Context: an optimization exercise on an open-source flow, tuned for small area. The choices shown serve that exercise and are no tape-out recipe. The RTL was checked by simulation tests, not by an equivalence proof against the original design. The clock port is modelled as an ideal driver, which makes a skipped or thinned clock tree look cheaper than it is; a real chip needs a root buffer or a tree. No activity file was given, so power comes from the tool's default toggle rates.

## int_div_top
module int_div_top (
	input  wire                clk,
	input  wire                rst_n_i,
	input  logic               req_i,
	input  logic               req_op_i,        
	input  logic [63:0]        req_dividend_i,
	input  logic [63:0]        req_divisor_i,
	output logic               ack_o,
	output logic [63:0]        rsp_quotient_o,
	output logic [63:0]        rsp_remainder_o,
	output logic               rsp_div_by_zero_o
);
	localparam int W   = 16;
	localparam int NSL = 64 / W;
	localparam int JW  = $clog2(NSL);
	localparam logic [1:0] IDLE = 2'd0;
	localparam logic [1:0] BUSY = 2'd1;
	localparam logic [1:0] HOLD = 2'd2;
	logic [1:0]  st_q;
	logic [8:0]  cnt_q;
	logic [63:0] r_q;     
	logic [63:0] q_q;     
	logic        rs_q;    
	logic        cb_q;    
	logic        cy_q;    
	logic        za_q;    
	logic        zf_q;    
	logic        dbz_q;
	logic [5:0]  z_q;     
	logic        fl_q;    
	logic        nb_q;    
	logic sgn, kneg, dneg, qneg;
	assign sgn  = ~req_op_i;
	assign kneg = sgn & req_dividend_i[63];
	assign dneg = sgn & req_divisor_i[63];
	assign qneg = sgn & (req_dividend_i[63] ^ req_divisor_i[63]) & ~dbz_q;
	logic [JW-1:0] j;
  ...
clock: 5.0 ns
lec_check: 0
cap_margin: 20
core_margin: 2
core_utilization: 40
cts_buf_list: sky130_fd_sc_hd__clkbuf_16
slew_margin: 20
standard.sh (not shown) runs the stock make flow with config.mk's settings and CLKGATE_MAP_FILE= SYNTH_SCRIPT=/design/flow/synth_recipe.tcl, a recipe that flattens the netlist after the stock synthesis.
==> flow/flow/run.sh <==
#!/bin/bash
# Standard ORFS layout (the standard.sh, standard synthesis), with two changes:
# port buffers use the smallest buffer cell, and CTS adds no dummy clock loads.
set -euo pipefail
export BUFFER_PORTS_ARGS="-buffer_cell sky130_fd_sc_hd__buf_1"
export CTS_ARGS="-sink_clustering_enable -repair_clock_nets -dont_use_dummy_load -buf_list sky130_fd_sc_hd__clkbuf_16 -sink_clustering_size 40 -sink_clustering_max_diameter 150"
bash standard.sh > standard.log 2>&1
Next try:
--- a/flow/flow/run.sh
+++ b/flow/flow/run.sh
@@ -6 +6 @@
-export CTS_ARGS="-sink_clustering_enable -repair_clock_nets -dont_use_dummy_load -buf_list sky130_fd_sc_hd__clkbuf_16 -sink_clustering_size 40 -sink_clustering_max_diameter 150"
+export CTS_ARGS="-sink_clustering_enable -repair_clock_nets -dont_use_dummy_load -buf_list sky130_fd_sc_hd__clkbuf_8"
- CAP_MARGIN: 20 -> 0
- CTS_BUF_LIST: sky130_fd_sc_hd__clkbuf_16 -> sky130_fd_sc_hd__clkbuf_8
- SLEW_MARGIN: 20 -> 0
What happened:
- worst setup slack is worse by 5.1 ps
- sequential power barely changes
- count of clock-buffer cells in the layout does not change
- wire length hardly moves
- non-clock buffer count is unchanged
- die area does not change
- area after synthesis is unchanged
- worst hold slack degrades by 28 ps
Next try:
- CAP_MARGIN: 0 -> 20
- CORE_UTILIZATION: 40 -> 60
- SLEW_MARGIN: 0 -> 20
=>
- worst setup slack got worse by 74 ps
- design area shrinks by 1.2%
- register-to-register slack is worse by 70 ps
- via count grows by about 1.4%
- synthesized area stays the same
- routed wire length goes down by 7.8%
Next try:
--- a/flow/flow/run.sh
+++ b/flow/flow/run.sh
@@ -6 +6 @@
-export CTS_ARGS="-sink_clustering_enable -repair_clock_nets -dont_use_dummy_load -buf_list sky130_fd_sc_hd__clkbuf_8"
+export CTS_ARGS="-sink_clustering_enable -repair_clock_nets -dont_use_dummy_load -buf_list sky130_fd_sc_hd__clkbuf_8 -sink_clustering_size 24 -sink_clustering_max_diameter 100"
- CORE_UTILIZATION: 60 -> 40
- global-route usage goes down by 7.1 points
- worst setup slack is better by 74 ps
- design area goes up by 1.2%
- routed wire length goes up by 8.5%
- total power goes up by 0.48%
- cell count goes up by 8.9%
- hold slack barely changes
- core utilization goes down by 24 points
- area after synthesis does not change
- sequential power stays flat
- clock-buffer cell count stays the same

job 1270:
Another version of the RTL of int_div_top (not shown whole).
Size: ~440 cells after synthesis, roughly 150 flip-flops, about 260 I/O pins, roughly 7000 um2 of cells after synthesis.
Design int_div_top, start of the top module:
module int_div_top (
	input  wire                clk,
	input  wire                rst_n_i,
	input  logic               req_i,
	input  logic               req_op_i,        
	input  logic [63:0]        req_dividend_i,
	input  logic [63:0]        req_divisor_i,
	output logic               ack_o,
	output logic [63:0]        rsp_quotient_o,
	output logic [63:0]        rsp_remainder_o,
	output logic               rsp_div_by_zero_o
);
Settings: LEC_CHECK=0, CAP_MARGIN=20, CORE_MARGIN=2, CORE_UTILIZATION=40, SLEW_MARGIN=20; clock period 5.0 ns.
==> flow/flow/run.sh <==
#!/bin/bash
# Standard ORFS layout (the standard.sh, standard synthesis) with two changes:
# port buffers use the smallest buffer cell, and flow/mycts.tcl builds the clock
# tree (one clkbuf_8 root, 6 clkbuf_16 leaves) in place of ORFS's CTS.
set -euo pipefail
export BUFFER_PORTS_ARGS="-buffer_cell sky130_fd_sc_hd__buf_1"
export MCTS_NB=6
export MCTS_BUF=sky130_fd_sc_hd__clkbuf_16
export MCTS_ROOT=sky130_fd_sc_hd__clkbuf_8
bash standard.sh place > place.log 2>&1
bash standard.sh run RUN_SCRIPT=$PWD/flow/mycts.tcl RUN_LOG_NAME_STEM=4_1_cts > cts.log 2>&1
bash standard.sh finish > finish.log 2>&1
==> flow/flow/mycts.tcl <==
# Clock tree made by hand: the clock port drives one root clock buffer, which
# drives MCTS_NB leaf clock buffers, each driving one cluster of registers
# (balanced k-means on their placement).
# Otherwise the same steps as ORFS's cts.tcl.
utl::set_metrics_stage "cts__{}"
source $::env(SCRIPTS_DIR)/load.tcl
erase_non_stage_variables cts
load_design 3_place.odb 3_place.sdc

set nb $::env(MCTS_NB)
set block [ord::get_db_block]
set master [[ord::get_db] findMaster $::env(MCTS_BUF)]
set clknet [$block findNet clk]

set sinks {}
foreach it [$clknet getITerms] {
  if { [$it getIoType] == "INPUT" } {
    set loc [[$it getInst] getLocation]
    lappend sinks [list $it [lindex $loc 0] [lindex $loc 1]]
  }
}
set ns [llength $sinks]
puts "manual cts: $ns sinks, $nb buffers of $::env(MCTS_BUF)"

# initial centers spread on a grid over the sink bounding box
set xs {}; set ys {}
foreach s $sinks { lappend xs [lindex $s 1]; lappend ys [lindex $s 2] }
set x0 [tcl::mathfunc::min {*}$xs]; set x1 [tcl::mathfunc::max {*}$xs]
set y0 [tcl::mathfunc::min {*}$ys]; set y1 [tcl::mathfunc::max {*}$ys]
set nc [expr {int(ceil(sqrt($nb)))}]
set nr [expr {int(ceil(double($nb) / $nc))}]
set centers {}
for {set k 0} {$k < $nb} {incr k} {
  set c [expr {$k % $nc}]; set r [expr {$k / $nc}]
  lappend centers [list [expr {$x0 + ($c + 0.5) * ($x1 - $x0) / $nc}] [expr {$y0 + ($r + 0.5) * ($y1 - $y0) / $nr}]]
}
# balanced k-means: each cluster takes at most cap sinks
set cap [expr {int(ceil(double($ns) / $nb)) + 2}]
for {set iter 0} {$iter < 20} {incr iter} {
  set cand {}
  foreach s $sinks {
    set k 0
    foreach c $centers {
      set d [expr {abs([lindex $s 1] - [lindex $c 0]) + abs([lindex $s 2] - [lindex $c 1])}]
      lappend cand [list $d $k [lindex $s 0] [lindex $s 1] [lindex $s 2]]
      incr k
    }
  }
  set cand [lsort -real -index 0 $cand]
  array unset asg; array unset cnt
  for {set k 0} {$k < $nb} {incr k} { set cnt($k) 0; set sx($k) 0.0; set sy($k) 0.0 }
  foreach c $cand {
    lassign $c d k it x y
    if { [info exists asg($it)] || $cnt($k) >= $cap } { continue }
    set asg($it) $k
    incr cnt($k)
    set sx($k) [expr {$sx($k) + $x}]; set sy($k) [expr {$sy($k) + $y}]
  }
  set centers {}
  for {set k 0} {$k < $nb} {incr k} {
    lappend centers [list [expr {$sx($k) / max(1, $cnt($k))}] [expr {$sy($k) / max(1, $cnt($k))}]]
  }
}
for {set k 0} {$k < $nb} {incr k} {
  set inst [odb::dbInst_create $block $master "clkbuf_m_$k"]
  set net [odb::dbNet_create $block "clknet_m_$k"]
  $net setSigType CLOCK
  lassign [lindex $centers $k] cx cy
  $inst setLocation [expr {int($cx)}] [expr {int($cy)}]
  $inst setPlacementStatus PLACED
  [$inst findITerm A] connect $clknet
  [$inst findITerm X] connect $net
  set bnet($k) $net
  puts "manual cts: buffer $k drives $cnt($k) sinks"
}
set root [odb::dbInst_create $block [[ord::get_db] findMaster $::env(MCTS_ROOT)] "clkbuf_m_root"]
set rnet [odb::dbNet_create $block "clknet_m_root"]
$rnet setSigType CLOCK
set rx 0.0; set ry 0.0
foreach c $centers { set rx [expr {$rx + [lindex $c 0] / $nb}]; set ry [expr {$ry + [lindex $c 1] / $nb}] }
$root setLocation [expr {int($rx)}] [expr {int($ry)}]
$root setPlacementStatus PLACED
[$root findITerm A] connect $clknet
[$root findITerm X] connect $rnet
for {set k 0} {$k < $nb} {incr k} {
  set a [[$block findInst "clkbuf_m_$k"] findITerm A]
  $a disconnect
  $a connect $rnet
}
foreach s $sinks {
  set it [lindex $s 0]
  set k $asg($it)
  $it disconnect
  $it connect $bnet($k)
}
global_connect
set_propagated_clock [all_clocks]

estimate_parasitics -placement
set result [catch { detailed_placement } msg]
if { $result != 0 } { error "Detailed placement failed in CTS: $msg" }
estimate_parasitics -placement
report_clock_skew
repair_timing_helper
set result [catch { detailed_placement } msg]
if { $result != 0 } { error "Detailed placement failed in CTS: $msg" }
check_placement -verbose
report_metrics 4 "cts final"
orfs_write_db $::env(RESULTS_DIR)/4_1_cts.odb
orfs_write_sdc $::env(RESULTS_DIR)/4_cts.sdc
The following lists how job 4739 was set up differently from job 1270:
==> flow/flow/run.sh <==
#!/bin/bash
# Standard ORFS layout (the standard.sh, standard synthesis) with two changes:
# port buffers use the smallest buffer cell, and flow/mycts.tcl builds the clock
# tree (one clkbuf_8 root, 10 clkbuf_8 leaves) in place of ORFS's CTS.
set -euo pipefail
export BUFFER_PORTS_ARGS="-buffer_cell sky130_fd_sc_hd__buf_1"
export MCTS_NB=10
export MCTS_BUF=sky130_fd_sc_hd__clkbuf_8
export MCTS_ROOT=sky130_fd_sc_hd__clkbuf_8
bash standard.sh place > place.log 2>&1
bash standard.sh run RUN_SCRIPT=$PWD/flow/mycts.tcl RUN_LOG_NAME_STEM=4_1_cts > cts.log 2>&1
bash standard.sh finish > finish.log 2>&1
### Flow results
Job 4739 completed; timing, DRC and antenna clean. Going from job 1270 to job 4739, the clock power was found to have gone down by about 6%. Going from job 1270 to job 4739, power shrinks by 0.65%. Job 1270 has lower logic gate share of total power than job 4739.
Changes in job 1556 relative to job 4739:
==> flow/flow/run.sh <==
#!/bin/bash
# Standard ORFS layout (the standard.sh, standard synthesis) with two changes:
# port buffers use the smallest buffer cell, and flow/mycts.tcl builds the clock
# tree (one clkbuf_8 root, 8 clkbuf_8 leaves) in place of ORFS's CTS.
set -euo pipefail
export BUFFER_PORTS_ARGS="-buffer_cell sky130_fd_sc_hd__buf_1"
export MCTS_NB=8
export MCTS_BUF=sky130_fd_sc_hd__clkbuf_8
export MCTS_ROOT=sky130_fd_sc_hd__clkbuf_8
bash standard.sh place > place.log 2>&1
bash standard.sh run RUN_SCRIPT=$PWD/flow/mycts.tcl RUN_LOG_NAME_STEM=4_1_cts > cts.log 2>&1
bash standard.sh finish > finish.log 2>&1
[summary]
| number of nets in the final layout | job 4739 vs job 1556 | ≈ equal |. For part of the cycle the worst path needs, job 1556 and job 4739 come out practically identical. Diff job 4739 -> job 1556: clock group share of total power now sits lower, power shrank by about 0.8%, die area barely changed, routed wire length held steady, shortest clock period the worst path allows after layout moved up. Between job 1556 and job 4739, the via count figures differ only marginally. Taking job 4739 as the reference point, the proportion of power drawn by combinational gates of job 1556 rises by 0.4 points.
In every run of this note, the design's own scripts or RTL, not TritonCTS, make the clock network.

-- what the ideal ports hide --
In the flow no input, the clock included, has a driving cell. The finished layouts below were timed again as built, in two steps. Step 1 (the two cells are an assumption about what drives the block):
set clk [get_ports {clk}]
set_driving_cell -lib_cell sky130_fd_sc_hd__clkbuf_16 $clk
set_driving_cell -lib_cell sky130_fd_sc_hd__buf_2 [delete_from_list [all_inputs] $clk]
Step 2 moves the port delays by t, midway between the first and last clock arrival at a register: inputs arrive t later, outputs are due t later. That takes back most of the time a late clock gives input paths. Three values: ideal, step 1, step 2; two values: the first two.
| run | t (ns) | slack for setup (ns) | worst setup path at the end | worst register clock-pin slew, ns | worst data-port slew with drivers (ns) |
|---|---|---|---|---|---|
| the first run of note 1 | 0.451 | 0.725 / 0.725 / 0.409 | input to register | 0.07 / 0.07 | 0.06 |
| the second run of note 1 | 0.477 | 0.720 / 0.720 / 0.400 | input to register | 0.10 / 0.10 | 0.06 |
| the third run of note 1 | 0.473 | 0.646 / 0.646 / 0.293 | input to register | 0.09 / 0.09 | 0.04 |
| the fourth run of note 1 | 0.477 | 0.720 / 0.720 / 0.400 | input to register | 0.10 / 0.10 | 0.06 |
| job 1270 | 0.445 | 0.415 / 0.433 / -0.012 | input to register | 0.10 / 0.10 | 0.11 |
| job 4739 | 0.461 | 0.416 / 0.434 / -0.026 | input to register | 0.11 / 0.11 | 0.12 |
| job 1556 | 0.439 | 0.411 / 0.427 / -0.012 | input to register | 0.12 / 0.12 | 0.12 |
With both steps, setup timing fails in job 1270, job 4739 and job 1556, where it was met with ideal ports. The setup slack of job 4739, which loses most, moves by +0.018 ns with the drivers and by -0.442 ns with both steps.
